What follows belongs to an exercise in optimizing a design on an open flow for small area and a short achievable clock period; a production flow would make more cautious choices.
Function was checked by simulation only, so behaviour that the tests miss may differ from the original.
The clock cells of runs 4 and 5 come from the design's own scripts or RTL, not from TritonCTS.
The clock port is modelled as an ideal driver, which makes a skipped or thinned clock tree look cheaper than it is; a real chip needs a root buffer or a tree.
Power is estimated from default activity; no workload was simulated.

File: flow/flow/run.sh
#!/bin/bash
set -euo pipefail
export BUFFER_PORTS_ARGS="-buffer_cell sky130_fd_sc_hd__buf_4"
export CTS_ARGS="-sink_clustering_enable -repair_clock_nets -sink_clustering_size 30 -sink_clustering_max_diameter 100 -dont_use_dummy_load"
PLATFORM_DONT_USE="sky130_fd_sc_hd__probe_p_8 sky130_fd_sc_hd__probec_p_8 sky130_fd_sc_hd__lpflow_bleeder_1 sky130_fd_sc_hd__lpflow_clkbufkapwr_1 sky130_fd_sc_hd__lpflow_clkbufkapwr_16 sky130_fd_sc_hd__lpflow_clkbufkapwr_2 sky130_fd_sc_hd__lpflow_clkbufkapwr_4 sky130_fd_sc_hd__lpflow_clkbufkapwr_8 sky130_fd_sc_hd__lpflow_clkinvkapwr_1 sky130_fd_sc_hd__lpflow_clkinvkapwr_16 sky130_fd_sc_hd__lpflow_clkinvkapwr_2 sky130_fd_sc_hd__lpflow_clkinvkapwr_4 sky130_fd_sc_hd__lpflow_clkinvkapwr_8 sky130_fd_sc_hd__lpflow_decapkapwr_12 sky130_fd_sc_hd__lpflow_decapkapwr_3 sky130_fd_sc_hd__lpflow_decapkapwr_4 sky130_fd_sc_hd__lpflow_decapkapwr_6 sky130_fd_sc_hd__lpflow_decapkapwr_8 sky130_fd_sc_hd__lpflow_inputiso0n_1 sky130_fd_sc_hd__lpflow_inputiso0p_1 sky130_fd_sc_hd__lpflow_inputiso1n_1 sky130_fd_sc_hd__lpflow_inputiso1p_1 sky130_fd_sc_hd__lpflow_inputisolatch_1 sky130_fd_sc_hd__lpflow_isobufsrc_1 sky130_fd_sc_hd__lpflow_isobufsrc_16 sky130_fd_sc_hd__lpflow_isobufsrc_2 sky130_fd_sc_hd__lpflow_isobufsrc_4 sky130_fd_sc_hd__lpflow_isobufsrc_8 sky130_fd_sc_hd__lpflow_isobufsrckapwr_16 sky130_fd_sc_hd__lpflow_lsbuf_lh_hl_isowell_tap_1 sky130_fd_sc_hd__lpflow_lsbuf_lh_hl_isowell_tap_2 sky130_fd_sc_hd__lpflow_lsbuf_lh_hl_isowell_tap_4 sky130_fd_sc_hd__lpflow_lsbuf_lh_isowell_4 sky130_fd_sc_hd__lpflow_lsbuf_lh_isowell_tap_1 sky130_fd_sc_hd__lpflow_lsbuf_lh_isowell_tap_2 sky130_fd_sc_hd__lpflow_lsbuf_lh_isowell_tap_4 sky130_fd_sc_hd__fill_1 sky130_fd_sc_hd__fill_2 sky130_fd_sc_hd__fill_4 sky130_fd_sc_hd__fill_8 "
EXTRA_DONT_USE="sky130_fd_sc_hd__or4_1 sky130_fd_sc_hd__or4_2 sky130_fd_sc_hd__or4_4 sky130_fd_sc_hd__or4b_1 sky130_fd_sc_hd__or4b_2 sky130_fd_sc_hd__or4b_4 sky130_fd_sc_hd__a22o_1 sky130_fd_sc_hd__a22o_2 sky130_fd_sc_hd__a22o_4 sky130_fd_sc_hd__a221oi_1 sky130_fd_sc_hd__a221oi_2 sky130_fd_sc_hd__a221oi_4 sky130_fd_sc_hd__a221o_1 sky130_fd_sc_hd__a221o_2 sky130_fd_sc_hd__a221o_4"
bash standard.sh "DONT_USE_CELLS=$PLATFORM_DONT_USE $EXTRA_DONT_USE" finish > standard.log 2>&1
File: flow/standard.sh
#!/bin/bash
# synth_recipe.tcl (not shown) runs the flow's synth.tcl, then flattens the netlist and writes it again
# the make line also repeats each setting of config.mk as NAME=value (left out here)
make -C /OpenROAD-flow-scripts/flow DESIGN_CONFIG=/design/flow/config.mk WORK_HOME=/design/flow/orfs CLKGATE_MAP_FILE= SYNTH_SCRIPT=/design/flow/synth_recipe.tcl "${@:-finish}"
File: flow/config.mk
export PLATFORM = sky130hd
export DESIGN_NAME = d5m_frame_axis_bridge
export DESIGN_NICKNAME = d5m_frame_axis_bridge
export VERILOG_FILES = /design/flow/design.v
export SDC_FILE = /design/flow/constraint.sdc
export NUM_CORES = 4
export LEC_CHECK = 0
export CAP_MARGIN = 20
export CORE_MARGIN = 2
export CORE_UTILIZATION = 70
export SETUP_SLACK_MARGIN = 2.8
export SLEW_MARGIN = 60
export TNS_END_PERCENT = 100
File: flow/constraint.sdc
create_clock -name core_clock -period 5.0 [get_ports {ACLK}]
set_input_delay 1.0000 -clock core_clock [delete_from_list [all_inputs] [get_ports {ACLK}]]
set_output_delay 1.0000 -clock core_clock [all_outputs]
set_load 0.01 [all_outputs]
File: flow/design.v
package d5m_axis_pkg;
  typedef enum logic [1:0] {
    WAIT_VB = 2'd0,
    ARMED   = 2'd1,
    ACTIVE  = 2'd2,
    DROP    = 2'd3
  } bridge_state_e;
  localparam logic [23:0] BAR_RGB = {
    3'b000, 3'b001, 3'b100, 3'b101, 3'b010, 3'b011, 3'b110, 3'b111
  };
  typedef struct packed {
    logic sof;
    logic eol;
  } entry_tag_t;
  localparam int TAG_W = 2;   
endpackage
module axis_sync_fifo_fwft #(
  parameter int WIDTH = 26,
  parameter int DEPTH = 64,
  parameter int LO    = 8
) (
  input  logic                  clk,
  input  logic                  wr_en,
  input  logic [LO-1:0]         wr_lo,
  input  logic [DEPTH/LO-1:0]   wr_hi,
  input  logic [WIDTH-1:0]      wr_data,
  input  logic [DEPTH-1:0]      rd_sel,
  output logic [WIDTH-1:0]      rd_data
);
  localparam int LV = $clog2(DEPTH);
  logic [WIDTH-1:0] mem [DEPTH];
  always_ff @(posedge clk) begin
    for (int i = 0; i < DEPTH; i++) begin
      if (wr_en && wr_lo[i % LO] && wr_hi[i / LO]) mem[i] <= wr_data;
    end
  end
  logic [WIDTH-1:0] or_t [LV+1][DEPTH];
  always_comb begin
    for (int l = 0; l <= LV; l++) begin
      for (int i = 0; i < DEPTH; i++) or_t[l][i] = '0;
    end
    for (int i = 0; i < DEPTH; i++) or_t[0][i] = mem[i] & {WIDTH{rd_sel[i]}};
    for (int l = 1; l <= LV; l++) begin
      for (int i = 0; i < (DEPTH >> l); i++) begin
        or_t[l][i] = or_t[l-1][2*i] | or_t[l-1][2*i+1];
      end
    end
  end
  assign rd_data = or_t[LV][0];
endmodule
module d5m_frame_axis_bridge #(
  parameter int DATA_WIDTH = 24,
  parameter int FIFO_DEPTH = 64,
  parameter int X_WIDTH    = 12,
  parameter int Y_WIDTH    = 12,
  parameter int BAR_SHIFT  = 5
) (
  input  logic                  ACLK,
  input  logic                  ARESETN,
  input  logic [DATA_WIDTH-1:0] idata,
  input  logic                  ifval,
  input  logic                  ilval,
  input  logic                  cfg_test_en,
  input  logic                  cfg_clr_ovf,
  input  logic                  m_axis_tready,
  output logic                  m_axis_tvalid,
  output logic [DATA_WIDTH-1:0] m_axis_tdata,
  output logic                  m_axis_tuser,
  output logic                  m_axis_tlast,
  output logic [X_WIDTH-1:0]    xCord,
  output logic [Y_WIDTH-1:0]    yCord,
  output logic [X_WIDTH-1:0]    frame_width,
  output logic [Y_WIDTH-1:0]    frame_height,
  output logic [15:0]           frame_count,
  output logic                  endOfFrame,
  output logic                  ovf_flag
);
  localparam int FW = DATA_WIDTH / 3;
  localparam int AW = $clog2(FIFO_DEPTH);
  localparam int LO = 8;
  localparam int HI = FIFO_DEPTH / LO;
  logic                  act_q, arm_q;
  logic                  ifval_q, ilval_q;
  logic                  test_en_q, sof_pend_q;
  logic                  xz_q;
  logic [2:0]            bk_q, bar_q;
  logic [X_WIDTH-1:0]    xcord_q, last_len_q, frame_w_q;
  logic                  yz_q, yp_q;
  logic [Y_WIDTH-1:0]    ycord_q, frame_h_q;
  logic [15:0]           frame_cnt_q;
  logic                  eof_q, ovf_q;
  logic                  hv_q;
  logic [LO-1:0]         ws_lo_q;
  logic [HI-1:0]         ws_hi_q;
  logic [FIFO_DEPTH-1:0] rd_sel_q;
  logic [AW-1:0]         cnt_q;
  logic                  ov_q;
  logic                  ae_q, full_q, blk_q;
  logic [DATA_WIDTH+1:0] out_q;
  logic                  pix_ok, fv_rise, fv_fall, acc, line_end, ovf_evt;
  logic [X_WIDTH-1:0]    xcord_p1, x_cur;
  logic [Y_WIDTH-1:0]    ycord_p1, y_cur;
  logic                  bk_step, test_en_d;
  logic [2:0]            bk_d;
  logic [DATA_WIDTH-1:0] pix_data;
  logic                  load, rd, inc, hv_d, full_d;
  logic [FIFO_DEPTH-1:0] ws_sel;
  logic [DATA_WIDTH:0]   rdata;
  logic                  rd_eol;
  assign xcord_p1 = xcord_q + X_WIDTH'(1);
  assign x_cur    = xz_q ? '0 : xcord_p1;
  assign ycord_p1 = ycord_q + Y_WIDTH'(1);
  assign y_cur    = yz_q ? '0 : (yp_q ? ycord_p1 : ycord_q);
  for (genvar gi = 0; gi < 3; gi++) begin : g_pix
    assign pix_data[gi*FW +: FW] = test_en_q ? {FW{bar_q[gi]}} : idata[gi*FW +: FW];
  end
  if (DATA_WIDTH > 3 * FW) begin : g_pix_pad
    assign pix_data[DATA_WIDTH-1:3*FW] = test_en_q ? '0 : idata[DATA_WIDTH-1:3*FW];
  end
  assign pix_ok   = ifval & ilval;
  assign fv_rise  = ifval & ~ifval_q;
  assign fv_fall  = ~ifval & ifval_q;
  assign acc      = act_q & pix_ok;
  assign line_end = hv_q & ~pix_ok;
  assign ovf_evt = blk_q & ~m_axis_tready;
  assign load    = ~ov_q | m_axis_tready;
  assign rd      = load & (~ae_q | hv_q);
  assign inc     = hv_q & ~ovf_evt;
  assign hv_d    = acc & ~ovf_evt;
  assign full_d  = (inc == rd) ? full_q : (inc && cnt_q == AW'(FIFO_DEPTH - 2));
  assign bk_step   = acc && !xz_q && xcord_q[BAR_SHIFT-1:0] == BAR_SHIFT'((1 << BAR_SHIFT) - 2);
  assign test_en_d = (arm_q && fv_rise) ? cfg_test_en : test_en_q;
  always_comb begin
    bk_d = bk_q;
    if ((arm_q && fv_rise) || line_end) bk_d = '0;
    else if (bk_step) bk_d = bk_q + 3'd1;
  end
  for (genvar gs = 0; gs < FIFO_DEPTH; gs++) begin : g_ws
    assign ws_sel[gs] = ws_lo_q[gs % LO] & ws_hi_q[gs / LO];
  end
  axis_sync_fifo_fwft #(
    .WIDTH (DATA_WIDTH + 1),
    .DEPTH (FIFO_DEPTH),
    .LO    (LO)
  ) u_mem (
    .clk     (ACLK),
    .wr_en   (~ovf_evt),
    .wr_lo   (ws_lo_q),
    .wr_hi   (ws_hi_q),
    .wr_data ({sof_pend_q, pix_data}),
    .rd_sel  (rd_sel_q),
    .rd_data (rdata)
  );
  logic [FIFO_DEPTH-1:0] eol_mem;
  always_ff @(posedge ACLK) begin
    for (int i = 0; i < FIFO_DEPTH; i++) begin
      if (hv_q && ws_sel[(i + 1) % FIFO_DEPTH]) eol_mem[i] <= ~pix_ok;
    end
  end
  assign rd_eol = ae_q ? ~pix_ok : |(eol_mem & rd_sel_q);
  always_ff @(posedge ACLK) begin
    if (!ARESETN) out_q <= '0;
    else if (rd) out_q <= {rdata[DATA_WIDTH], rd_eol, rdata[DATA_WIDTH-1:0]};
  end
  always_ff @(posedge ACLK) begin
    if (!ARESETN) begin
      act_q       <= 1'b0;
      arm_q       <= 1'b0;
      ifval_q     <= 1'b0;
      ilval_q     <= 1'b0;
      test_en_q   <= 1'b0;
      sof_pend_q  <= 1'b0;
      xz_q        <= 1'b1;
      bk_q        <= '0;
      bar_q       <= d5m_axis_pkg::BAR_RGB[2:0];
      xcord_q     <= '0;
      yz_q        <= 1'b1;
      yp_q        <= 1'b0;
      ycord_q     <= '0;
      last_len_q  <= '0;
      frame_w_q   <= '0;
      frame_h_q   <= '0;
      frame_cnt_q <= '0;
      eof_q       <= 1'b0;
      ovf_q       <= 1'b0;
      hv_q        <= 1'b0;
      ws_lo_q     <= LO'(1);
      ws_hi_q     <= HI'(1);
      rd_sel_q    <= FIFO_DEPTH'(1);
      cnt_q       <= '0;
      ov_q        <= 1'b0;
      ae_q        <= 1'b1;
      full_q      <= 1'b0;
      blk_q       <= 1'b0;
    end else begin
      ifval_q   <= ifval;
      ilval_q   <= ilval;
      eof_q     <= act_q & fv_fall & ~ovf_evt;
      ovf_q     <= ovf_evt | (ovf_q & ~cfg_clr_ovf);
      hv_q      <= hv_d;
      test_en_q <= test_en_d;
      bk_q      <= bk_d;
      bar_q     <= d5m_axis_pkg::BAR_RGB[3*bk_d +: 3];
      if (!act_q && !arm_q) begin
        if (!ifval) arm_q <= 1'b1;
      end
      if (arm_q && fv_rise) begin
        arm_q      <= 1'b0;
        act_q      <= 1'b1;
        sof_pend_q <= 1'b1;
        xz_q       <= 1'b1;
        yz_q       <= 1'b1;
      end
      if (acc) begin
        sof_pend_q <= 1'b0;
        xz_q       <= 1'b0;
        xcord_q    <= x_cur;
        ycord_q    <= y_cur;
        yz_q       <= 1'b0;
        yp_q       <= 1'b0;
      end
      if (line_end) begin
        xz_q       <= 1'b1;
        yz_q       <= 1'b0;
        yp_q       <= 1'b1;
        last_len_q <= x_cur;
      end
      if (ovf_evt) begin
        act_q <= 1'b0;
      end else if (act_q && fv_fall) begin
        act_q       <= 1'b0;
        arm_q       <= 1'b1;
        frame_w_q   <= line_end ? x_cur : last_len_q;
        frame_h_q   <= line_end ? ycord_p1 : y_cur;
        frame_cnt_q <= frame_cnt_q + 16'd1;
      end
      if (ovf_evt) begin
        ws_lo_q <= {ws_lo_q[0], ws_lo_q[LO-1:1]};
        if (ws_lo_q[0]) ws_hi_q <= {ws_hi_q[0], ws_hi_q[HI-1:1]};
      end else if (hv_d) begin
        ws_lo_q <= {ws_lo_q[LO-2:0], ws_lo_q[LO-1]};
        if (ws_lo_q[LO-1]) ws_hi_q <= {ws_hi_q[HI-2:0], ws_hi_q[HI-1]};
      end
      if (rd) rd_sel_q <= {rd_sel_q[FIFO_DEPTH-2:0], rd_sel_q[FIFO_DEPTH-1]};
      if (inc && !rd) cnt_q <= cnt_q + AW'(1);
      else if (!inc && rd) cnt_q <= cnt_q - AW'(1);
      if (load) ov_q <= rd;
      ae_q   <= (inc == rd) ? ae_q : (!inc && cnt_q == AW'(1));
      full_q <= full_d;
      blk_q  <= hv_d & full_d;
    end
  end
  assign m_axis_tvalid = ov_q;
  assign m_axis_tdata  = out_q[DATA_WIDTH-1:0];
  assign m_axis_tlast  = out_q[DATA_WIDTH];
  assign m_axis_tuser  = out_q[DATA_WIDTH+1];
  assign xCord         = xcord_q;
  assign yCord         = ycord_q;
  assign frame_width   = frame_w_q;
  assign frame_height  = frame_h_q;
  assign frame_count   = frame_cnt_q;
  assign endOfFrame    = eof_q;
  assign ovf_flag      = ovf_q;
endmodule
==> run notes, run 1 <==
Crit. path cell count -> 1
Layout fillers -> 5,037
GPL Wtd Cong -> 0.913
Final Max Slew Viols -> 0
Setup CP Type -> flop to primary output
final hold violation count -> 0
nets -> 4,590
Post-Syn Nets -> 4,410
crit path buf inv count -> 1
CP Launch Type -> flop
worst-margin pin slew -> 707 ps
CTS tree -> done
area of the core -> 97,000 um^2
die height -> 317 um
final setup vio count -> 0
pre-CTS setup slack -> 1870 ps
grt met3 use -> 0.227
cell count after synthesis -> 4,369
Site Rows -> 114
Num CTS Buffers -> 72
worst-path fanout max -> 2
cell taking the most area after synthesis -> edfxtp_1
DRC Markers -> 0
worst path required time -> 4000 ps
RSZ-0062 raised after global routing -> true
DPL Wire Length -> 164,000 um
hold bufs inserted after CTS -> 0
hold depth -> 2
vias post-DR -> 47,200
die outline width -> 317 um
CP endpoint kind -> primary output
final setup margin -> 2670 ps
Setup Skew -> 71.7 ps
Crit path max-delay family -> flip-flops
status -> finished clean
met1 Use GR -> 0.665
sequential share of the synthesized area -> 0.788
#FFs+latches synth -> 1,873
final period demand of the worst path -> 2330 ps
max_cap viols -> 0
total negative setup slack -> 0 ps
Initial Util -> 0.708
pin count of the biggest net entering global routing -> 65
vias in the first global route -> 43,700
clock buffer depth -> 3
layout cells sized above 1 -> 0.177
Worst VDD drop -> 0.282 mV
top cells by area, synth -> edfxtp_1, a22oi_1, dfxtp_1, nand2_1, and3_1
M2 GR Usage -> 0.712
number of synthesized flops with an enable pin -> 1,664
CP max stage delay -> 450 ps
Area growth syn-to-layout -> 13.1%
Max Clock Freq -> 429 MHz
initial antenna violation count -> 7
slowest stage cell, crit path -> dfxtp_4
later-pin clock latency in the skew report -> 750 ps
CP Cell Sequence -> buf_6
clock sinks -> 1,873
Mapped Area -> 68,700 um^2
P per Cell Area -> 329 nW/um^2
final wirelength -> 261,000 um
ys flop type -> edfxtp_1
Root Buffer -> clkbuf_16
Worst Reg-to-Reg Cells -> 5
vias per inst -> 8.08
number of synthesis warnings -> 4
Hold Crit Class -> flop to flop
Tcrit/Tclk final -> 0.466
GRT Util Overall -> 0.520
CTS H-tree lvls -> 3
Leakage Power -> 24.9 nW
WL per Instance -> 44.7 um
initial drt markers -> 11,300
Synth Area per Inst -> 15.7 um^2
full die area -> 101,000 um^2
first-pass GRT wire length -> 347,000 um
grt ovf -> 0
crit path DAT -> 1330 ps
port bufs -> 123
busiest metal layer after global routing -> met2
post-synth top area share -> 0.727
Synth cell types -> 60
clk slew on worst S/H paths -> 120 ps
I/O pins -> 124
relative slew slack -> 0.529
Final ANT Viol Nets -> 0
DRT Pass-1 Iters -> 10
Async S/R FF share, synth -> 0
cells in the final DEF, fill, tap and decap left out, types with 5 or more instances in the layout:
master,count
buf_12,51
o21ai_0,72
a31oi_1,32
edfxtp_1,1664
a22oi_1,810
nor3_1,41
xor2_1,16
buf_8,5
buf_4,173
nand2_1,403
nand4_1,113
ha_1,9
and3_4,64
a311oi_1,14
xnor2_1,21
diode_2,12
a211oi_1,5
buf_16,61
buf_6,128
nand3_1,76
dfxtp_2,92
a21oi_1,103
nor4_2,12
dfxtp_1,35
and3_1,92
dfxtp_4,82
o21ai_4,25
nor2_1,86
nand2b_1,5
or3_1,11
mux2i_1,12
and2_1,12
clkbuf_16,73
nor4_1,44
inv_1,41
cells in the mapped netlist (14+ instances only):
library cell	count
edfxtp_1	1664
nand2_1	407
nor3_1	42
o21ai_0	96
a31oi_1	32
and2_1	14
buf_1	67
dfxtp_1	209
xnor2_1	21
buf_2	22
a21oi_1	105
nand3_1	76
nor2_1	86
xor2_1	16
inv_1	41
clkbuf_1	221
and3_1	157
nor4_1	57
a311oi_1	14
a22oi_1	812
nand4_1	113
registers in the layout, indices dropped and copies added, names as in the netlist, 12 cells and up:
| name | flops |
|---|---|
| rd_sel_q | 64 |
| ycord_q | 12 |
| frame_h_q | 12 |
| xcord_q | 12 |
| out_q | 26 |
| frame_w_q | 12 |
| last_len_q | 12 |
| frame_cnt_q | 16 |
| eol_mem | 64 |
| u_mem.mem | 1600 |
worst reg2reg max path, stage by stage (launching register included):
cell and delay (ps):
dfxtp_2 540, buf_4 420, a22oi_1 320, nand4_1 330
nor4_1 410, a31oi_1 150
worst paths after layout:
path	startpoint	endpoint	slack (ps)
worst min register to register	frame_h_q[2]$_SDFFE_PN0P_	frame_h_q[2]$_SDFFE_PN0P_	470
worst max register to register	rd_sel_q[22]$_SDFFE_PN0P_	out_q[21]$_SDFFE_PN0P_	2710
worst max-delay path	out_q[25]$_SDFFE_PN0P_	m_axis_tuser	2670
worst min-delay path	frame_h_q[2]$_SDFFE_PN0P_	frame_h_q[2]$_SDFFE_PN0P_	470
logic make-up (layout without fill, tap and decap cells):
| kind of cell | count (synthesis) | in the layout | synth area share |
|---|---|---|---|
| XOR/XNOR | 37 | 37 | 0.00472 |
| other | 0 | 12 | 0 |
| adder cells (fa/ha/maj) | 10 | 10 | 0.00182 |
| buffers and inverters | 360 | 537 | 0.0205 |
| flip-flops | 1873 | 1873 | 0.788 |
| AO/OA/AOI/OAI | 1084 | 1084 | 0.111 |
| multiplexers | 12 | 12 | 0.00175 |
| AND/OR/NAND/NOR | 993 | 994 | 0.0713 |
power breakdown:
part           internal (mW)  switching [mW]
Sequential              17.2           0.143
Clock                   2.62            4.51
Combinational          0.340           0.779
metrics by stage:
stage	std cells	utilization	hold slack [ps]	area (um^2)	total power, mW
after detailed placement	5683	0.768	452	74500	18.6
after global routing	5823	0.800	492	77600	25.9
after floorplan	4369	-	440	69400	18.1
after CTS	5801	0.795	472	77100	25.3
final	5835	0.801	474	77700	25.6
after global placement	5566	0.738	446	71500	18.6
what timing repair did:
item	in CTS	in global routing
buffers inserted	44	16
gates resized for setup	194	67
gates cloned	2	1
setup endpoints to repair	461	147
pin swaps	1	2
cell type report:
| type | count | area [um^2] | share of cell area |
|---|---|---|---|
| flip-flops and latches | 1873 | 54600 | 0.703 |
| multi-input cells | 2137 | 13900 | 0.179 |
| repair buffers | 422 | 5590 | 0.0720 |
| clock buffers | 72 | 1800 | 0.0232 |
| well taps | 1276 | 1600 | 0.0206 |
| inverters | 43 | 174 | 0.00224 |
| diodes | 12 | 30.0 | 0.000387 |
metal layers:
metal  part of all wire  vias to the layer above
met1               0.30                    22500
met4              0.095                        2
met3               0.20                     1443
met2               0.41                     5711
met5           0.000054                        -
li1                   -                    17600
==> inputs of run 2 (changes only) <==
--- a/flow/config.mk
+++ b/flow/config.mk
@@ -9,5 +9,5 @@
 export CORE_MARGIN = 2
 export CORE_UTILIZATION = 70
 export SETUP_SLACK_MARGIN = 2.8
-export SLEW_MARGIN = 60
+export SLEW_MARGIN = 20
 export TNS_END_PERCENT = 100
==> run notes, run 2 <==
DRC Markers -> 0
CTS H-tree lvls -> 3
clk slew on worst S/H paths -> 110 ps
most frequent cells after synthesis -> edfxtp_1, a22oi_1, nand2_1
worst-margin pin slew -> 1150 ps
P per Cell Area -> 342 nW/um^2
status -> finished clean
Area growth syn-to-layout -> 8.71%
DPL Wire Length -> 139,000 um
later-pin clock latency in the skew report -> 710 ps
final wirelength -> 263,000 um
layout cells sized above 1 -> 0.153
nets -> 4,471
WL per Instance -> 46.0 um
slowest stage cell, crit path -> and3_2
vias per inst -> 8.23
top-count cell post-synth -> edfxtp_1
final hold violation count -> 0
hold slack -> 469 ps
post-synth top area share -> 0.727
vias post-DR -> 47,000
full die area -> 101,000 um^2
CTS tree -> done
RSZ-0062 raised after global routing -> true
DRT Pass-1 Iters -> 8
GRT Util Overall -> 0.518
pin count of the biggest net entering global routing -> 66
Site Rows -> 114
worst-path fanout max -> 13
cell count after synthesis -> 4,369
most frequent cells in the layout -> edfxtp_1, a22oi_1, nand2_1, buf_4, nand4_1
Post-Syn Nets -> 4,410
Hold Crit Class -> flop to flop
number of synthesis warnings -> 4
I/O pins -> 124
Layout fillers -> 5,621
CP endpoint kind -> flop
die outline width -> 317 um
Synth cell types -> 60
CP Cell Sequence -> buf_4 > nand2b_2 > and3_2
Placed Instance Area -> 71,600 um^2
Final Max Slew Viols -> 0
Worst VDD drop -> 0.284 mV
Tcrit/Tclk final -> 0.471
Async S/R FF share, synth -> 0
initial antenna violation count -> 14
number of synthesized flops with an enable pin -> 1,664
GPL Wtd Cong -> 0.913
CP Launch Type -> input pin
Synth Area per Inst -> 15.7 um^2
clock buffer depth -> 3
Setup Skew -> 71.4 ps
Mapped Area -> 68,700 um^2
Max Clock Freq -> 425 MHz
crit path buf inv count -> 1
Finished Cell Area -> 74,700 um^2
initial drt markers -> 11,100
total negative setup slack -> 0 ps
worst path required time -> 5320 ps
max_cap viols -> 0
crit path DAT -> 2670 ps
die height -> 317 um
Initial Util -> 0.708
Root Buffer -> clkbuf_16
clock sinks -> 1,873
area of the core -> 97,000 um^2
Leakage Power -> 23.7 nW
max FFs per register -> 1,600
Crit path max-delay family -> simple AND/OR/NAND/NOR gates
cell taking the most area after synthesis -> edfxtp_1
Setup CP Type -> input pin to flop
first-pass GRT wire length -> 345,000 um
vias in the first global route -> 43,100
sequential share of the synthesized area -> 0.788
biggest regs -> u_mem.mem (1600), eol_mem (64), rd_sel_q (64)
Num CTS Buffers -> 72
Biggest register -> u_mem.mem
CP max stage delay -> 1000 ps
hold bufs inserted after CTS -> 0
grt ovf -> 0
port bufs -> 123
ys flop type -> edfxtp_1
#FFs+latches synth -> 1,873
top cells by area, synth -> edfxtp_1, a22oi_1, dfxtp_1, nand2_1, and3_1
relative slew slack -> 0.234
final setup vio count -> 0
Final ANT Viol Nets -> 0
FF-to-FF setup slack -> 2670 ps
final period demand of the worst path -> 2350 ps
leading cell type in the layout, fill and taps excluded -> edfxtp_1
==> run 2: changes by cell type in the layout (fill, tap and decap cells not counted), sizes merged <==
cell    change
o21ai       +1
and3        +7
clkbuf      -2
buf       -128
nand2b      +3
==> run 2: worst min-delay path, cell delays in order (launching register included) <==
cell and delay [ps]:
dfxtp_2 350, nand2_1 40, o21ai_0 60
==> run 2: per-stage QoR <==
step	worst slack (ps)	util	std cells	power [mW]
floorplan	2350	-	4369	18.1
global placement	1810	0.738	5566	18.6
detailed placement	1780	0.738	5568	18.6
CTS	2700	0.767	5693	25.3
global route	2690	0.770	5707	25.9
finish	2650	0.770	5716	25.5
==> run 2: cells by family (layout without fill, tap and decap cells) <==
kind of cell | Yosys count | after routing | synth area share
compound gates | 1084 | 1085 | 0.111
xor+xnor | 37 | 37 | 0.00472
fa+ha+maj | 10 | 10 | 0.00182
buf+inv | 360 | 407 | 0.0205
flops | 1873 | 1873 | 0.788
mux | 12 | 12 | 0.00175
other cells | 0 | 12 | 0
simple gates | 993 | 1004 | 0.0713
==> run 2: layout make-up <==
type,count,area (um^2),share of cell area
tap,1276,1600,0.0214
multi-input combinational,2148,14000,0.188
clock buffer,72,1800,0.0241
timing repair buffer,292,2560,0.0342
inverter,43,171,0.00230
sequential,1873,54500,0.730
antenna,12,30.0,0.000402
==> run 2: timing repair <==
action | 4_1_cts | 5_1_grt
setup buffers | 45 | 5
gates cloned | 8 | 6
pin swaps | 11 | 15
endpoints found under the setup margin | 2330 | 459
gates resized for setup | 213 | 39
==> run 2: layer usage <==
metal,routed length [um],vias to the layer above,GRT usage,part of all wire
li1,-,17300,-,-
met1,78800,22600,0.669,0.30
met2,106000,5736,0.711,0.40
met3,52500,1405,0.219,0.20
met4,24900,15,0.364,0.095
met5,363,-,0.0189,0.0014
==> run 2: worst paths after layout <==
path                                   from                          end  cells after the start
setup reg to reg    ws_hi_q[3]$_SDFFE_PN0P_  u_mem.mem[28][15]$_DFFE_PP_                      1
hold reg to reg   frame_h_q[7]$_SDFFE_PN0P_    frame_h_q[7]$_SDFFE_PN0P_                      2
setup / recovery              m_axis_tready   u_mem.mem[14][5]$_DFFE_PP_                      3
hold / removal    frame_h_q[7]$_SDFFE_PN0P_    frame_h_q[7]$_SDFFE_PN0P_                      2
==> run 2: power by group <==
| group | switching, mW | total (mW) | leakage, nW | internal, mW |
|---|---|---|---|---|
| registers | 0.148 | 17.3 | 16.8 | 17.2 |
| clock network | 4.49 | 7.11 | 0.887 | 2.62 |
| logic | 0.783 | 1.10 | 6.05 | 0.318 |
==> inputs of run 3 (changes only) <==
--- a/flow/flow/run.sh
+++ b/flow/flow/run.sh
@@ -1,5 +1,6 @@
 #!/bin/bash
 set -euo pipefail
+export LAYER_PARASITICS_FILE="$(pwd)/flow/rc_pessimistic.tcl"
 export BUFFER_PORTS_ARGS="-buffer_cell sky130_fd_sc_hd__buf_4"
 export CTS_ARGS="-sink_clustering_enable -repair_clock_nets -sink_clustering_size 30 -sink_clustering_max_diameter 100 -dont_use_dummy_load"
 PLATFORM_DONT_USE="sky130_fd_sc_hd__probe_p_8 sky130_fd_sc_hd__probec_p_8 sky130_fd_sc_hd__lpflow_bleeder_1 sky130_fd_sc_hd__lpflow_clkbufkapwr_1 sky130_fd_sc_hd__lpflow_clkbufkapwr_16 sky130_fd_sc_hd__lpflow_clkbufkapwr_2 sky130_fd_sc_hd__lpflow_clkbufkapwr_4 sky130_fd_sc_hd__lpflow_clkbufkapwr_8 sky130_fd_sc_hd__lpflow_clkinvkapwr_1 sky130_fd_sc_hd__lpflow_clkinvkapwr_16 sky130_fd_sc_hd__lpflow_clkinvkapwr_2 sky130_fd_sc_hd__lpflow_clkinvkapwr_4 sky130_fd_sc_hd__lpflow_clkinvkapwr_8 sky130_fd_sc_hd__lpflow_decapkapwr_12 sky130_fd_sc_hd__lpflow_decapkapwr_3 sky130_fd_sc_hd__lpflow_decapkapwr_4 sky130_fd_sc_hd__lpflow_decapkapwr_6 sky130_fd_sc_hd__lpflow_decapkapwr_8 sky130_fd_sc_hd__lpflow_inputiso0n_1 sky130_fd_sc_hd__lpflow_inputiso0p_1 sky130_fd_sc_hd__lpflow_inputiso1n_1 sky130_fd_sc_hd__lpflow_inputiso1p_1 sky130_fd_sc_hd__lpflow_inputisolatch_1 sky130_fd_sc_hd__lpflow_isobufsrc_1 sky130_fd_sc_hd__lpflow_isobufsrc_16 sky130_fd_sc_hd__lpflow_isobufsrc_2 sky130_fd_sc_hd__lpflow_isobufsrc_4 sky130_fd_sc_hd__lpflow_isobufsrc_8 sky130_fd_sc_hd__lpflow_isobufsrckapwr_16 sky130_fd_sc_hd__lpflow_lsbuf_lh_hl_isowell_tap_1 sky130_fd_sc_hd__lpflow_lsbuf_lh_hl_isowell_tap_2 sky130_fd_sc_hd__lpflow_lsbuf_lh_hl_isowell_tap_4 sky130_fd_sc_hd__lpflow_lsbuf_lh_isowell_4 sky130_fd_sc_hd__lpflow_lsbuf_lh_isowell_tap_1 sky130_fd_sc_hd__lpflow_lsbuf_lh_isowell_tap_2 sky130_fd_sc_hd__lpflow_lsbuf_lh_isowell_tap_4 sky130_fd_sc_hd__fill_1 sky130_fd_sc_hd__fill_2 sky130_fd_sc_hd__fill_4 sky130_fd_sc_hd__fill_8 "
==> flow/flow/rc_pessimistic.tcl (new file) <==
set_layer_rc -layer li1 -capacitance [expr {1.25 * 1.499e-04}] -resistance [expr {1.25 * 7.176e-02}]
set_layer_rc -layer met1 -capacitance [expr {1.25 * 1.72375E-04}] -resistance [expr {1.25 * 8.929e-04}]
set_layer_rc -layer met2 -capacitance [expr {1.25 * 1.36233E-04}] -resistance [expr {1.25 * 8.929e-04}]
set_layer_rc -layer met3 -capacitance [expr {1.25 * 2.14962E-04}] -resistance [expr {1.25 * 1.567e-04}]
set_layer_rc -layer met4 -capacitance [expr {1.25 * 1.48128E-04}] -resistance [expr {1.25 * 1.567e-04}]
set_layer_rc -layer met5 -capacitance [expr {1.25 * 1.54087E-04}] -resistance [expr {1.25 * 1.781e-05}]

set_layer_rc -via mcon -resistance 9.249146E-3
set_layer_rc -via via -resistance 4.5E-3
set_layer_rc -via via2 -resistance 3.368786E-3
set_layer_rc -via via3 -resistance 0.376635E-3
set_layer_rc -via via4 -resistance 0.00580E-3

set_wire_rc -signal -layer met1
set_wire_rc -clock -layer met3
==> run notes, run 3 <==
RR Endpoint -> u_mem.mem[53][10]$_DFFE_PP_
crit path DAT -> 2800 ps
clock sinks -> 1,873
DPL Wire Length -> 147,000 um
Leakage Power -> 24.6 nW
number of synthesized flops with an enable pin -> 1,664
Post-Syn Nets -> 4,410
Synth Area per Inst -> 15.7 um^2
nets -> 4,608
P per Cell Area -> 335 nW/um^2
sequential fraction of design power -> 0.673
Setup CP Type -> input pin to flop
Psw -> 5.51 mW
worst-margin pin slew -> 1090 ps
Layout fillers -> 5,354
leading cell type in the layout, fill and taps excluded -> edfxtp_1
die outline width -> 317 um
layout cells sized above 1 -> 0.186
WL per Instance -> 48.7 um
cell taking the most area after synthesis -> edfxtp_1
RSZ-0062 raised after global routing -> true
Final Max Slew Viols -> 0
DRC Markers -> 0
logic gate share of total power -> 0.049
area of the core -> 97,000 um^2
Worst VDD drop -> 0.307 mV
HP Start -> frame_h_q[9]$_SDFFE_PN0P_
pre-CTS setup slack -> 1750 ps
pin count of the biggest net entering global routing -> 73
CP Launch Type -> input pin
most frequent cells in the layout -> edfxtp_1, a22oi_1, nand2_1, buf_4, buf_6
relative slew slack -> 0.275
CTS H-tree lvls -> 3
biggest regs -> u_mem.mem (1600), eol_mem (64), rd_sel_q (64)
final period demand of the worst path -> 2470 ps
ys flop type -> edfxtp_1
Sequential cell area -> 54,600 um^2
overall power -> 25.6 mW
initial antenna violation count -> 21
Finished Cell Area -> 76,600 um^2
worst-path fanout max -> 14
final hold violation count -> 0
final setup vio count -> 0
sw frac -> 0.215
Placed Instance Area -> 71,900 um^2
initial drt markers -> 13,300
most frequent cells after synthesis -> edfxtp_1, a22oi_1, nand2_1
status -> finished clean
final setup margin -> 2530 ps
FF-to-FF setup slack -> 2550 ps
GPL Wtd Cong -> 0.919
hold depth -> 2
post-synth top area share -> 0.727
DRT Pass-1 Iters -> 17
port bufs -> 123
clk slew on worst S/H paths -> 110 ps
Async S/R FF share, synth -> 0
CP endpoint kind -> flop
Num CTS Buffers -> 72
critical register-to-register path startpoint -> ws_hi_q[6]$_SDFFE_PN0P_
full die area -> 101,000 um^2
hold endpoint -> frame_h_q[9]$_SDFFE_PN0P_
die height -> 317 um
Pint -> 20.1 mW
clock group share of total power -> 0.278
Biggest register -> u_mem.mem
I/O pins -> 124
Area growth syn-to-layout -> 11.5%
Setup Skew -> 51.4 ps
total negative setup slack -> 0 ps
top-count cell post-synth -> edfxtp_1
number of synthesis warnings -> 4
CTS tree -> done
grt ovf -> 0
first-pass GRT wire length -> 361,000 um
max FFs per register -> 1,600
vias post-DR -> 49,800
max_cap viols -> 0
Synth cell types -> 60
Final ANT Viol Nets -> 0
#FFs+latches synth -> 1,873
clock buffer depth -> 3
worst path required time -> 5330 ps
Mapped Area -> 68,700 um^2
Max Clock Freq -> 404 MHz
vias per inst -> 8.48
Tcrit/Tclk final -> 0.495
GRT Util Overall -> 0.548
vias in the first global route -> 43,700
final wirelength -> 286,000 um
area of the multi-input gates -> 14,600 um^2
Site Rows -> 114
cell count after synthesis -> 4,369
Initial Util -> 0.708
Hold Crit Class -> flop to flop
Worst Reg-to-Reg Cells -> 2
sequential share of the synthesized area -> 0.788
later-pin clock latency in the skew report -> 720 ps
top cells by area, synth -> edfxtp_1, a22oi_1, dfxtp_1, nand2_1, and3_1
Root Buffer -> clkbuf_16
run 3: area by class of cell:
class                   count  share of cell area
clock buffers              72              0.0235
diodes                     27            0.000883
multi-input cells        2188               0.191
inverters                  43             0.00221
flip-flops and latches   1873               0.713
well taps                1276              0.0209
repair buffers            389              0.0486
run 3: power by group through the flow:
stage | logic, mW | clock network, mW | registers [mW]
after floorplan | 0.537 | 0 | 17.6
after global placement | 1.09 | 0 | 17.6
after detailed placement | 1.02 | 0 | 17.6
after CTS | 1.24 | 7.37 | 17.3
after global routing | 1.40 | 7.96 | 17.3
final | 1.25 | 7.13 | 17.3
run 3: stage by stage:
stage / util / hold slack, ps / std cells
final: 0.789 / 479 / 5868
after global routing: 0.789 / 520 / 5842
after CTS: 0.779 / 486 / 5784
after detailed placement: 0.742 / 449 / 5610
after global placement: 0.742 / 457 / 5609
after floorplan: - / 440 / 4369
run 3: metal layers:
metal / wire (um) / global-route usage
met5: 813 / 0.0194
met1: 81100 / 0.676
met3: 61600 / 0.296
met4: 31200 / 0.405
met2: 111000 / 0.726
run 3: cells by family after synthesis:
family,share of synthesized area
AOI/OAI and AO/OA,0.111
xor gates and xnor gates,0.00472
adders and majority gates,0.00182
buffers and inverters,0.0205
and+or+nand+nor,0.0713
DFF,0.788
muxes,0.00175
run 3: how the worst max path moves through the flow:
stage                        startpoint                    endpoint  slack, ps  cells past startpoint
2_1_floorplan             m_axis_tready       cnt_q[5]$_SDFFE_PN0N_       2350                     11
3_3_place_gp              m_axis_tready       cnt_q[5]$_SDFFE_PN0N_       1660                      9
3_5_place_dp              m_axis_tready       cnt_q[5]$_SDFFE_PN0N_       1750                      9
4_1_cts         ws_lo_q[4]$_SDFFE_PN0P_  u_mem.mem[52][4]$_DFFE_PP_       2590                      2
5_1_grt        rd_sel_q[9]$_SDFFE_PN0P_      out_q[21]$_SDFFE_PN0P_       2530                      5
6_report                  m_axis_tready  u_mem.mem[54][7]$_DFFE_PP_       2530                      3
run 3: worst max-delay path: stages:
cell	delay, ps
buf_6	140
nand2b_2	590
and3_2	1010
run 3: timing repair:
item                                    4_1_cts  5_1_grt
hold endpoints to repair                      0        0
pin swaps                                    23       26
endpoints found under the setup margin     2985      784
hold buffers                                  0        0
gates cloned                                 32       20
gates resized for setup                     319       84
setup buffers                                70       36
==> inputs of run 4 (changes only) <==
==> flow/flow/run.sh (replaced) <==
#!/bin/bash
set -euo pipefail
export BUFFER_PORTS_ARGS="-buffer_cell sky130_fd_sc_hd__buf_4"
export PRE_CTS_TCL="$(pwd)/flow/cts_manual.tcl"
PLATFORM_DONT_USE="sky130_fd_sc_hd__probe_p_8 sky130_fd_sc_hd__probec_p_8 sky130_fd_sc_hd__lpflow_bleeder_1 sky130_fd_sc_hd__lpflow_clkbufkapwr_1 sky130_fd_sc_hd__lpflow_clkbufkapwr_16 sky130_fd_sc_hd__lpflow_clkbufkapwr_2 sky130_fd_sc_hd__lpflow_clkbufkapwr_4 sky130_fd_sc_hd__lpflow_clkbufkapwr_8 sky130_fd_sc_hd__lpflow_clkinvkapwr_1 sky130_fd_sc_hd__lpflow_clkinvkapwr_16 sky130_fd_sc_hd__lpflow_clkinvkapwr_2 sky130_fd_sc_hd__lpflow_clkinvkapwr_4 sky130_fd_sc_hd__lpflow_clkinvkapwr_8 sky130_fd_sc_hd__lpflow_decapkapwr_12 sky130_fd_sc_hd__lpflow_decapkapwr_3 sky130_fd_sc_hd__lpflow_decapkapwr_4 sky130_fd_sc_hd__lpflow_decapkapwr_6 sky130_fd_sc_hd__lpflow_decapkapwr_8 sky130_fd_sc_hd__lpflow_inputiso0n_1 sky130_fd_sc_hd__lpflow_inputiso0p_1 sky130_fd_sc_hd__lpflow_inputiso1n_1 sky130_fd_sc_hd__lpflow_inputiso1p_1 sky130_fd_sc_hd__lpflow_inputisolatch_1 sky130_fd_sc_hd__lpflow_isobufsrc_1 sky130_fd_sc_hd__lpflow_isobufsrc_16 sky130_fd_sc_hd__lpflow_isobufsrc_2 sky130_fd_sc_hd__lpflow_isobufsrc_4 sky130_fd_sc_hd__lpflow_isobufsrc_8 sky130_fd_sc_hd__lpflow_isobufsrckapwr_16 sky130_fd_sc_hd__lpflow_lsbuf_lh_hl_isowell_tap_1 sky130_fd_sc_hd__lpflow_lsbuf_lh_hl_isowell_tap_2 sky130_fd_sc_hd__lpflow_lsbuf_lh_hl_isowell_tap_4 sky130_fd_sc_hd__lpflow_lsbuf_lh_isowell_4 sky130_fd_sc_hd__lpflow_lsbuf_lh_isowell_tap_1 sky130_fd_sc_hd__lpflow_lsbuf_lh_isowell_tap_2 sky130_fd_sc_hd__lpflow_lsbuf_lh_isowell_tap_4 sky130_fd_sc_hd__fill_1 sky130_fd_sc_hd__fill_2 sky130_fd_sc_hd__fill_4 sky130_fd_sc_hd__fill_8 "
EXTRA_DONT_USE="sky130_fd_sc_hd__or4_1 sky130_fd_sc_hd__or4_2 sky130_fd_sc_hd__or4_4 sky130_fd_sc_hd__or4b_1 sky130_fd_sc_hd__or4b_2 sky130_fd_sc_hd__or4b_4 sky130_fd_sc_hd__a22o_1 sky130_fd_sc_hd__a22o_2 sky130_fd_sc_hd__a22o_4 sky130_fd_sc_hd__a221oi_1 sky130_fd_sc_hd__a221oi_2 sky130_fd_sc_hd__a221oi_4 sky130_fd_sc_hd__a221o_1 sky130_fd_sc_hd__a221o_2 sky130_fd_sc_hd__a221o_4"
bash standard.sh "DONT_USE_CELLS=$PLATFORM_DONT_USE $EXTRA_DONT_USE" finish > standard.log 2>&1
==> flow/flow/cts_manual.tcl (new file) <==
# Sourced by ORFS's cts.tcl (PRE_CTS_TCL) before it calls clock_tree_synthesis.
# Replaces that command with a two-level clock tree built here: the clock's
# flip-flops are split by recursive bisection of their placement into groups
# of at most LEAF_MAX, each driven by a clkbuf_16 at the group's centre; the
# leaf buffers are split into ROOTS groups the same way, each driven by a
# clkbuf_16 at its centre, and the clock port drives those ROOTS buffers.
# Every flip-flop goes through exactly two buffers, so all registers see the
# same tree depth. cts.tcl then legalizes, repairs and writes the result as
# it does after its own clock_tree_synthesis.

set ::mcts_leaf_max 30
set ::mcts_roots 4
set ::mcts_buf sky130_fd_sc_hd__clkbuf_16

# Split items ({name x y} lists) into groups of at most max by halving along
# the wider side, or into exactly n groups (n a power of 2) when n > 0.
proc mcts_bisect { items max n } {
  if { ($n > 0 && $n == 1) || ($n == 0 && [llength $items] <= $max) } {
    return [list $items]
  }
  set xs [lmap it $items { lindex $it 1 }]
  set ys [lmap it $items { lindex $it 2 }]
  set w [expr { [tcl::mathfunc::max {*}$xs] - [tcl::mathfunc::min {*}$xs] }]
  set h [expr { [tcl::mathfunc::max {*}$ys] - [tcl::mathfunc::min {*}$ys] }]
  set k [expr { $w >= $h ? 1 : 2 }]
  set sorted [lsort -integer -index $k $items]
  set half [expr { [llength $sorted] / 2 }]
  set sub [expr { $n > 0 ? $n / 2 : 0 }]
  return [concat [mcts_bisect [lrange $sorted 0 [expr { $half - 1 }]] $max $sub] \
    [mcts_bisect [lrange $sorted $half end] $max $sub]]
}

proc mcts_center { group } {
  set sx 0
  set sy 0
  foreach it $group {
    set sx [expr { $sx + [lindex $it 1] }]
    set sy [expr { $sy + [lindex $it 2] }]
  }
  set n [llength $group]
  return [list [expr { $sx / $n }] [expr { $sy / $n }]]
}

proc mcts_buffer { block master name x y in_net out_name } {
  set inst [odb::dbInst_create $block $master $name]
  $inst setLocation $x $y
  $inst setPlacementStatus PLACED
  [$inst findITerm A] connect $in_net
  set out [odb::dbNet_create $block $out_name]
  $out setSigType CLOCK
  [$inst findITerm X] connect $out
  return $out
}

rename clock_tree_synthesis mcts_orig_clock_tree_synthesis
proc clock_tree_synthesis { args } {
  set block [ord::get_db_block]
  set master [[ord::get_db] findMaster $::mcts_buf]
  set clk [$block findNet ACLK]
  $clk setSigType CLOCK
  # Sinks: every instance pin on the clock net
  set sinks {}
  foreach it [$clk getITerms] {
    set box [[$it getInst] getBBox]
    lappend sinks [list $it [expr { ([$box xMin] + [$box xMax]) / 2 }] \
      [expr { ([$box yMin] + [$box yMax]) / 2 }]]
  }
  set leaves [mcts_bisect $sinks $::mcts_leaf_max 0]
  puts "manual cts: [llength $sinks] sinks in [llength $leaves] leaf groups"
  foreach it $sinks { [lindex $it 0] disconnect }
  # Leaf centres, then root groups of leaves
  set litems {}
  set i 0
  foreach g $leaves {
    lassign [mcts_center $g] x y
    lappend litems [list $i $x $y]
    incr i
  }
  set roots [mcts_bisect $litems 0 $::mcts_roots]
  set r 0
  foreach rg $roots {
    lassign [mcts_center $rg] rx ry
    set rnet [mcts_buffer $block $master mcts_root_$r $rx $ry $clk mcts_root_net_$r]
    foreach li $rg {
      lassign $li idx x y
      set lnet [mcts_buffer $block $master mcts_leaf_$idx $x $y $rnet mcts_leaf_net_$idx]
      foreach it [lindex $leaves $idx] { [lindex $it 0] connect $lnet }
    }
    incr r
  }
  set_propagated_clock [all_clocks]
  puts "manual cts: [llength $roots] root buffers, [llength $leaves] leaf buffers"
}
removed: flow/flow/rc_pessimistic.tcl
==> run notes, run 4 <==
Max Clock Freq -> 404 MHz
Leakage Power -> 23.5 nW
vias per inst -> 8.22
CP Cell Sequence -> buf_6 > nand2b_4 > and3_4
worst-margin pin slew -> 1120 ps
nets -> 4,446
final wirelength -> 263,000 um
pin count of the biggest net entering global routing -> 66
die outline width -> 317 um
Core Util, Final -> 0.765
cell taking the most area after synthesis -> edfxtp_1
busiest metal layer after global routing -> met2
top-count cell post-synth -> edfxtp_1
DRT Pass-1 Iters -> 9
full die area -> 101,000 um^2
Async S/R FF share, synth -> 0
first-pass GRT wire length -> 343,000 um
I/O pins -> 124
logic gate share of total power -> 0.044
grt ovf -> 0
later-pin clock latency in the skew report -> 550 ps
relative slew slack -> 0.252
port bufs -> 123
slowest stage cell, crit path -> and3_4
FF-to-FF setup slack -> 2530 ps
HP Start -> last_len_q[5]$_SDFF_PN0_
sequential fraction of design power -> 0.687
Pint -> 19.9 mW
vias post-DR -> 46,800
Post-Syn Nets -> 4,410
die height -> 317 um
initial drt markers -> 10,900
Synth Area per Inst -> 15.7 um^2
RR Endpoint -> u_mem.mem[18][9]$_DFFE_PP_
layout cells sized above 1 -> 0.135
Hold Crit Class -> flop to flop
most frequent cells after synthesis -> edfxtp_1, a22oi_1, nand2_1
CP max stage delay -> 830 ps
leading cell type in the layout, fill and taps excluded -> edfxtp_1
GRT Util Overall -> 0.510
Final ANT Viol Nets -> 0
#FFs+latches synth -> 1,873
Mapped Area -> 68,700 um^2
Crit path max-delay family -> simple AND/OR/NAND/NOR gates
hold endpoint -> last_len_q[5]$_SDFF_PN0_
number of synthesis warnings -> 4
most frequent cells in the layout -> edfxtp_1, a22oi_1, nand2_1, buf_4, nand4_1
number of synthesized flops with an enable pin -> 1,664
area of the core -> 97,000 um^2
vias in the first global route -> 42,700
Psw -> 5.30 mW
Site Rows -> 114
Setup CP Type -> input pin to flop
max_cap viols -> 0
max FFs per register -> 1,600
Final Max Slew Viols -> 0
Biggest register -> u_mem.mem
clk slew on worst S/H paths -> 110 ps
sw frac -> 0.210
Area growth syn-to-layout -> 7.99%
grt met3 use -> 0.212
final period demand of the worst path -> 2480 ps
Initial Util -> 0.708
M2 GR Usage -> 0.706
crit path DAT -> 2640 ps
biggest regs -> u_mem.mem (1600), eol_mem (64), rd_sel_q (64)
GPL Wtd Cong -> 0.913
RSZ-0062 raised after global routing -> true
Synth cell types -> 60
P per Cell Area -> 340 nW/um^2
CP endpoint kind -> flop
crit path buf inv count -> 1
DRC Markers -> 0
Worst VDD drop -> 0.339 mV
Worst Reg-to-Reg Cells -> 1
ys flop type -> edfxtp_1
WL per Instance -> 46.1 um
worst path required time -> 5160 ps
final setup vio count -> 0
DPL Wire Length -> 139,000 um
CP Launch Type -> input pin
cell count after synthesis -> 4,369
hold depth -> 2
met1 Use GR -> 0.666
total negative setup slack -> 0 ps
clock group share of total power -> 0.270
top cells by area, synth -> edfxtp_1, a22oi_1, dfxtp_1, nand2_1, and3_1
status -> finished clean
initial antenna violation count -> 15
Tcrit/Tclk final -> 0.496
post-synth top area share -> 0.727
Setup Skew -> 43.2 ps
critical register-to-register path startpoint -> ws_hi_q[2]$_SDFFE_PN0P_
worst-path fanout max -> 41
sequential share of the synthesized area -> 0.788
final hold violation count -> 0
-- run 4: cell counts after synthesis --
No cell type changed its count.
-- run 4: worst max-delay path by stage --
| stage | slack [ps] | endpoint | start | cells after the start |
|---|---|---|---|---|
| 3_5_place_dp | 1780 | cnt_q[5]$_SDFFE_PN0N_ | m_axis_tready | 9 |
| 2_1_floorplan | 2350 | cnt_q[5]$_SDFFE_PN0N_ | m_axis_tready | 11 |
| 4_1_cts | 2690 | u_mem.mem[1][22]$_DFFE_PP_ | m_axis_tready | 3 |
| 5_1_grt | 2620 | u_mem.mem[29][8]$_DFFE_PP_ | m_axis_tready | 3 |
| 6_report | 2520 | u_mem.mem[29][8]$_DFFE_PP_ | m_axis_tready | 3 |
| 3_3_place_gp | 1810 | cnt_q[5]$_SDFFE_PN0N_ | m_axis_tready | 9 |
-- run 4: what timing repair did --
| action | in CTS | in global routing |
|---|---|---|
| hold buffers | 0 | 0 |
| gates cloned | 11 | 10 |
| pin swaps | 15 | 17 |
| endpoints found under the setup margin | 2338 | 1456 |
| buffers inserted | 9 | 13 |
| hold endpoints to repair | 0 | 0 |
| resized for setup | 60 | 45 |
-- run 4: power by group through the flow --
stage | sequential, mW | combinational, mW | clock, mW
4_1_cts | 17.3 | 1.02 | 6.62
3_5_place_dp | 17.7 | 0.967 | 0
2_1_floorplan | 17.6 | 0.537 | 0
5_1_grt | 17.3 | 1.14 | 7.13
3_3_place_gp | 17.7 | 0.931 | 0
6_report | 17.3 | 1.11 | 6.80
-- run 4: metrics by stage --
step,setup WS (ps),instances,power [mW],hold WS [ps],instance area [um^2]
after floorplan,2350,4369,18.1,440,69400
after global placement,1810,5566,18.6,446,71500
after detailed placement,1780,5568,18.6,453,71600
after CTS,2690,5656,24.9,472,73700
after global routing,2620,5682,25.6,496,74100
final,2520,5695,25.2,468,74200
-- run 4: final cells by class --
cell class / count / area, um^2
antenna: 16 / 40.0
inverter: 43 / 179
tap: 1276 / 1600
sequential: 1873 / 54300
timing repair buffer: 264 / 2240
buffer: 68 / 1700
fill: 5683 / 22800
multi-input combinational: 2154 / 14100
timing repair inverter: 1 / 8.76
-- run 4: cells by family after synthesis --
kind of cell | after synthesis | share of synthesized area
flops | 1873 | 0.788
compound gates | 1084 | 0.111
simple gates | 993 | 0.0713
buf+inv | 360 | 0.0205
xor+xnor | 37 | 0.00472
mux | 12 | 0.00175
fa+ha+maj | 10 | 0.00182
-- run 4: layer usage --
metal | vias up | wire length [um]
li1 | 17300 | -
met1 | 22400 | 77700
met3 | 1459 | 52900
met2 | 5700 | 107000
met4 | 18 | 25100
met5 | - | 313
==> inputs of run 5 (changes only) <==
--- a/flow/design.v
+++ b/flow/design.v
@@ -16,34 +16,37 @@
 endpackage
 module axis_sync_fifo_fwft #(
   parameter int WIDTH = 26,
-  parameter int DEPTH = 64,
-  parameter int LO    = 8
+  parameter int DEPTH = 65,
+  parameter int LO    = 5
 ) (
-  input  logic                  clk,
-  input  logic                  wr_en,
-  input  logic [LO-1:0]         wr_lo,
-  input  logic [DEPTH/LO-1:0]   wr_hi,
-  input  logic [WIDTH-1:0]      wr_data,
-  input  logic [DEPTH-1:0]      rd_sel,
-  output logic [WIDTH-1:0]      rd_data
+  input  logic                         clk,
+  input  logic [LO-1:0]                wr_lo,
+  input  logic [(DEPTH+LO-1)/LO-1:0]   wr_hi,
+  input  logic [WIDTH-1:0]             wr_data,
+  input  logic [DEPTH-1:0]             rd_sel,
+  output logic [WIDTH-1:0]             rd_data
 );
   localparam int LV = $clog2(DEPTH);
   logic [WIDTH-1:0] mem [DEPTH];
   always_ff @(posedge clk) begin
     for (int i = 0; i < DEPTH; i++) begin
-      if (wr_en && wr_lo[i % LO] && wr_hi[i / LO]) mem[i] <= wr_data;
+      if (wr_lo[i % LO] && wr_hi[i / LO]) mem[i] <= wr_data;
     end
   end
   logic [WIDTH-1:0] or_t [LV+1][DEPTH];
   always_comb begin
+    int n;
     for (int l = 0; l <= LV; l++) begin
       for (int i = 0; i < DEPTH; i++) or_t[l][i] = '0;
     end
     for (int i = 0; i < DEPTH; i++) or_t[0][i] = mem[i] & {WIDTH{rd_sel[i]}};
+    n = DEPTH;
     for (int l = 1; l <= LV; l++) begin
-      for (int i = 0; i < (DEPTH >> l); i++) begin
-        or_t[l][i] = or_t[l-1][2*i] | or_t[l-1][2*i+1];
-      end
+      for (int i = 0; i < DEPTH; i++) begin
+        if (2 * i + 1 < n) or_t[l][i] = or_t[l-1][2*i] | or_t[l-1][2*i+1];
+        else if (2 * i < n) or_t[l][i] = or_t[l-1][2*i];
+      end
+      n = (n + 1) / 2;
     end
   end
   assign rd_data = or_t[LV][0];
@@ -77,8 +80,9 @@
 );
   localparam int FW = DATA_WIDTH / 3;
   localparam int AW = $clog2(FIFO_DEPTH);
-  localparam int LO = 8;
-  localparam int HI = FIFO_DEPTH / LO;
+  localparam int NS = FIFO_DEPTH + 1;
+  localparam int LO = 5;   
+  localparam int HI = (NS + LO - 1) / LO;
   logic                  act_q, arm_q;
   logic                  ifval_q, ilval_q;
   logic                  test_en_q, sof_pend_q;
@@ -92,7 +96,7 @@
   logic                  hv_q;
   logic [LO-1:0]         ws_lo_q;
   logic [HI-1:0]         ws_hi_q;
-  logic [FIFO_DEPTH-1:0] rd_sel_q;
+  logic [NS-1:0]         rd_sel_q;
   logic [AW-1:0]         cnt_q;
   logic                  ov_q;
   logic                  ae_q, full_q, blk_q;
@@ -104,7 +108,7 @@
   logic [2:0]            bk_d;
   logic [DATA_WIDTH-1:0] pix_data;
   logic                  load, rd, inc, hv_d, full_d;
-  logic [FIFO_DEPTH-1:0] ws_sel;
+  logic [NS-1:0]         ws_sel;
   logic [DATA_WIDTH:0]   rdata;
   logic                  rd_eol;
   assign xcord_p1 = xcord_q + X_WIDTH'(1);
@@ -135,26 +139,25 @@
     if ((arm_q && fv_rise) || line_end) bk_d = '0;
     else if (bk_step) bk_d = bk_q + 3'd1;
   end
-  for (genvar gs = 0; gs < FIFO_DEPTH; gs++) begin : g_ws
+  for (genvar gs = 0; gs < NS; gs++) begin : g_ws
     assign ws_sel[gs] = ws_lo_q[gs % LO] & ws_hi_q[gs / LO];
   end
   axis_sync_fifo_fwft #(
     .WIDTH (DATA_WIDTH + 1),
-    .DEPTH (FIFO_DEPTH),
+    .DEPTH (NS),
     .LO    (LO)
   ) u_mem (
     .clk     (ACLK),
-    .wr_en   (~ovf_evt),
     .wr_lo   (ws_lo_q),
     .wr_hi   (ws_hi_q),
     .wr_data ({sof_pend_q, pix_data}),
     .rd_sel  (rd_sel_q),
     .rd_data (rdata)
   );
-  logic [FIFO_DEPTH-1:0] eol_mem;
+  logic [NS-1:0]         eol_mem;
   always_ff @(posedge ACLK) begin
-    for (int i = 0; i < FIFO_DEPTH; i++) begin
-      if (hv_q && ws_sel[(i + 1) % FIFO_DEPTH]) eol_mem[i] <= ~pix_ok;
+    for (int i = 0; i < NS; i++) begin
+      if (hv_q && ws_sel[(i + 1) % NS]) eol_mem[i] <= ~pix_ok;
     end
   end
   assign rd_eol = ae_q ? ~pix_ok : |(eol_mem & rd_sel_q);
@@ -186,7 +189,7 @@
       hv_q        <= 1'b0;
       ws_lo_q     <= LO'(1);
       ws_hi_q     <= HI'(1);
-      rd_sel_q    <= FIFO_DEPTH'(1);
+      rd_sel_q    <= NS'(1);
       cnt_q       <= '0;
       ov_q        <= 1'b0;
       ae_q        <= 1'b1;
@@ -241,7 +244,7 @@
         ws_lo_q <= {ws_lo_q[LO-2:0], ws_lo_q[LO-1]};
         if (ws_lo_q[LO-1]) ws_hi_q <= {ws_hi_q[HI-2:0], ws_hi_q[HI-1]};
       end
-      if (rd) rd_sel_q <= {rd_sel_q[FIFO_DEPTH-2:0], rd_sel_q[FIFO_DEPTH-1]};
+      if (rd) rd_sel_q <= {rd_sel_q[NS-2:0], rd_sel_q[NS-1]};
       if (inc && !rd) cnt_q <= cnt_q + AW'(1);
       else if (!inc && rd) cnt_q <= cnt_q - AW'(1);
       if (load) ov_q <= rd;
==> run notes, run 5 <==
initial drt markers -> 11,500
Pint -> 20.2 mW
Synth Area per Inst -> 15.6 um^2
WL per Instance -> 46.2 um
DRC Markers -> 0
GPL Wtd Cong -> 0.908
most frequent cells after synthesis -> edfxtp_1, a22oi_1, nand2_1
final setup margin -> 2620 ps
Setup CP Type -> flop to flop
max FFs per register -> 1,625
top-count cell post-synth -> edfxtp_1
Synth cell types -> 61
Sequential cell area -> 55,200 um^2
post-synthesis mux area share -> 0.00145
Site Rows -> 115
sequential share of the synthesized area -> 0.787
Worst VDD drop -> 0.320 mV
Core Util, Final -> 0.763
final wirelength -> 269,000 um
nets -> 4,565
Tcrit/Tclk final -> 0.476
Final Max Slew Viols -> 0
status -> finished clean
final period demand of the worst path -> 2380 ps
I/O pins -> 124
later-pin clock latency in the skew report -> 550 ps
relative slew slack -> 0.215
Async S/R FF share, synth -> 0
die outline width -> 320 um
die height -> 320 um
number of synthesized flops with an enable pin -> 1,690
worst-path fanout max -> 15
vias post-DR -> 47,700
Synth Area in Adders -> 0.00179
Initial Util -> 0.708
vias in the first global route -> 42,900
CP endpoint kind -> flop
final hold violation count -> 0
Final ANT Viol Nets -> 0
clock group share of total power -> 0.269
final setup vio count -> 0
post-synthesis simple-gate area fraction -> 0.0758
pin count of the biggest net entering global routing -> 96
cell taking the most area after synthesis -> edfxtp_1
DPL Wire Length -> 144,000 um
Biggest register -> u_mem.mem
P per Cell Area -> 338 nW/um^2
#FFs+latches synth -> 1,902
port bufs -> 123
leading cell type in the layout, fill and taps excluded -> edfxtp_1
area of the multi-input gates -> 14,100 um^2
total negative setup slack -> 0 ps
worst path required time -> 5170 ps
initial antenna violation count -> 10
layout cells sized above 1 -> 0.134
RSZ-0062 raised after global routing -> true
vias per inst -> 8.20
grt ovf -> 0
pre-CTS setup slack -> 2070 ps
crit path DAT -> 2550 ps
Psw -> 5.31 mW
Mapped Area -> 69,900 um^2
largest family of logic cells by synthesized area -> compound AO/OA/AOI/OAI gates
xor/xnor share of the synthesized area -> 0.00451
number of synthesis warnings -> 4
Area growth syn-to-layout -> 7.72%
ys flop type -> edfxtp_1
sequential fraction of design power -> 0.690
biggest regs -> u_mem.mem (1625), eol_mem (65), rd_sel_q (65)
post-synthesis compound-gate area fraction -> 0.109
CP Launch Type -> flop
Leakage Power -> 24.1 nW
post-synth top area share -> 0.726
full die area -> 102,000 um^2
Post-Syn Nets -> 4,511
most frequent cells in the layout -> edfxtp_1, a22oi_1, nand2_1, buf_4, dfxtp_1
max_cap viols -> 0
sw frac -> 0.208
DRT Pass-1 Iters -> 8
cell count after synthesis -> 4,470
first-pass GRT wire length -> 354,000 um
worst-margin pin slew -> 1180 ps
Hold Crit Class -> flop to flop
GRT Util Overall -> 0.518
Layout fillers -> 5,807
clk slew on worst S/H paths -> 110 ps
area of the core -> 98,700 um^2
Max Clock Freq -> 420 MHz
top cells by area, synth -> edfxtp_1, a22oi_1, dfxtp_1, nand2_1, and3_1
Setup Skew -> 28.5 ps
logic gate share of total power -> 0.041
run 5: cell count changes after synthesis, moves of 5 or more:
cell / before / now
nand3_1: 76 / 45
nand4_1: 113 / 91
buf_2: 22 / 50
edfxtp_1: 1664 / 1690
buf_1: 67 / 72
nand2_1: 407 / 517
and3_1: 157 / 111
clkbuf_1: 221 / 183
a22oi_1: 812 / 771
and2_1: 14 / 78
and4b_1: 0 / 16
a222oi_1: 1 / 25
run 5: layer usage:
layer / GRT usage / part of all wire / vias to the layer above
li1: - / - / 17600
met1: 0.690 / 0.30 / 23100
met2: 0.709 / 0.40 / 5635
met3: 0.216 / 0.21 / 1422
met4: 0.333 / 0.088 / 8
met5: 0 / 0.00019 / -
run 5: cells by family after synthesis:
logic type / after synthesis
AOI/OAI and AO/OA: 1073
xor gates and xnor gates: 36
adders and majority gates: 10
buffers and inverters: 353
DFF: 1902
muxes: 10
and+or+nand+nor: 1086
run 5: cell type report:
cell class / instances / area share
Tap cell: 1287 / 0.0214
Buffer: 68 / 0.0226
Timing Repair Buffer: 294 / 0.0331
Multi-Input combinational cell: 2217 / 0.188
Inverter: 41 / 0.00211
Antenna cell: 10 / 0.000332
Sequential cell: 1902 / 0.733
run 5: path summary, 6_finish.rpt:
kind	start	end	slack (ps)	cells past startpoint
hold / removal	rd_sel_q[35]$_SDFFE_PN0P_	rd_sel_q[35]$_SDFFE_PN0P_	470	2
setup / recovery	ws_hi_q[11]$_SDFFE_PN0P_	u_mem.mem[57][8]$_DFFE_PP_	2620	2
hold reg to reg	rd_sel_q[35]$_SDFFE_PN0P_	rd_sel_q[35]$_SDFFE_PN0P_	470	2
setup reg to reg	ws_hi_q[11]$_SDFFE_PN0P_	u_mem.mem[57][8]$_DFFE_PP_	2620	2
run 5: per-stage QoR:
step                hold WS, ps  instance area (um^2)  power [mW]  cells
floorplan                   440                 70200        18.4   4470
global placement            440                 72900        18.8   5720
detailed placement          447                 72900        18.9   5720
CTS                         462                 75000        25.3   5792
global route                494                 75300        25.8   5809
finish                      467                 75300        25.5   5819
run 5: repair_timing:
action	in CTS	in global routing
pin swaps	2	4
gates resized for setup	123	37
hold endpoints to repair	0	0
endpoints found under the setup margin	2507	1036
cloned	3	3
hold buffers	0	0
buffers inserted	1	14
run 5: power groups by stage:
| stage | Sequential [mW] | Combinational (mW) | Clock [mW] |
|---|---|---|---|
| after global routing | 17.6 | 1.09 | 7.16 |
| after global placement | 17.9 | 0.903 | 0 |
| after floorplan | 17.9 | 0.532 | 0 |
| final | 17.6 | 1.05 | 6.85 |
| after CTS | 17.6 | 0.997 | 6.69 |
| after detailed placement | 17.9 | 0.930 | 0 |
run 5: critical path, stage by stage, from the launching register on:
cell and delay, ps:
dfxtp_1 850, and2_4 570, buf_4 550

-- afterwards: timing with drivers on the ports --
The flow's constraints put no driver on any port. The routed layouts listed below were extracted and timed again, unchanged, in two steps.
Step 1 assumes that a clkbuf_16 drives the clock port and a buf_2 every other input.
Step 2 times the ports against the registers' clock, not the clock port: input delays grow and output delays shrink by t, the midpoint of the rising clock arrivals with the driver on.
a / b / c = ideal ports / drivers / drivers and shift; a / b = the first two.
run	t, ns	slack for setup (ns)	clock arrival spread, ns
run 1	0.783	2.671 / 2.597 / 2.043	0.075 / 0.075
run 2	0.756	2.645 / 2.625 / 1.943	0.077 / 0.077
run 3	0.774	2.527 / 2.552 / 1.796	0.052 / 0.051
run 4	0.716	2.522 / 2.531 / 1.950	0.047 / 0.047
run 5	0.720	2.621 / 2.575 / 2.270	0.029 / 0.027
After both steps every run listed still meets setup and hold. The setup slack of run 3, which loses most, moves by +0.025 ns with the drivers and by -0.731 ns with both steps.
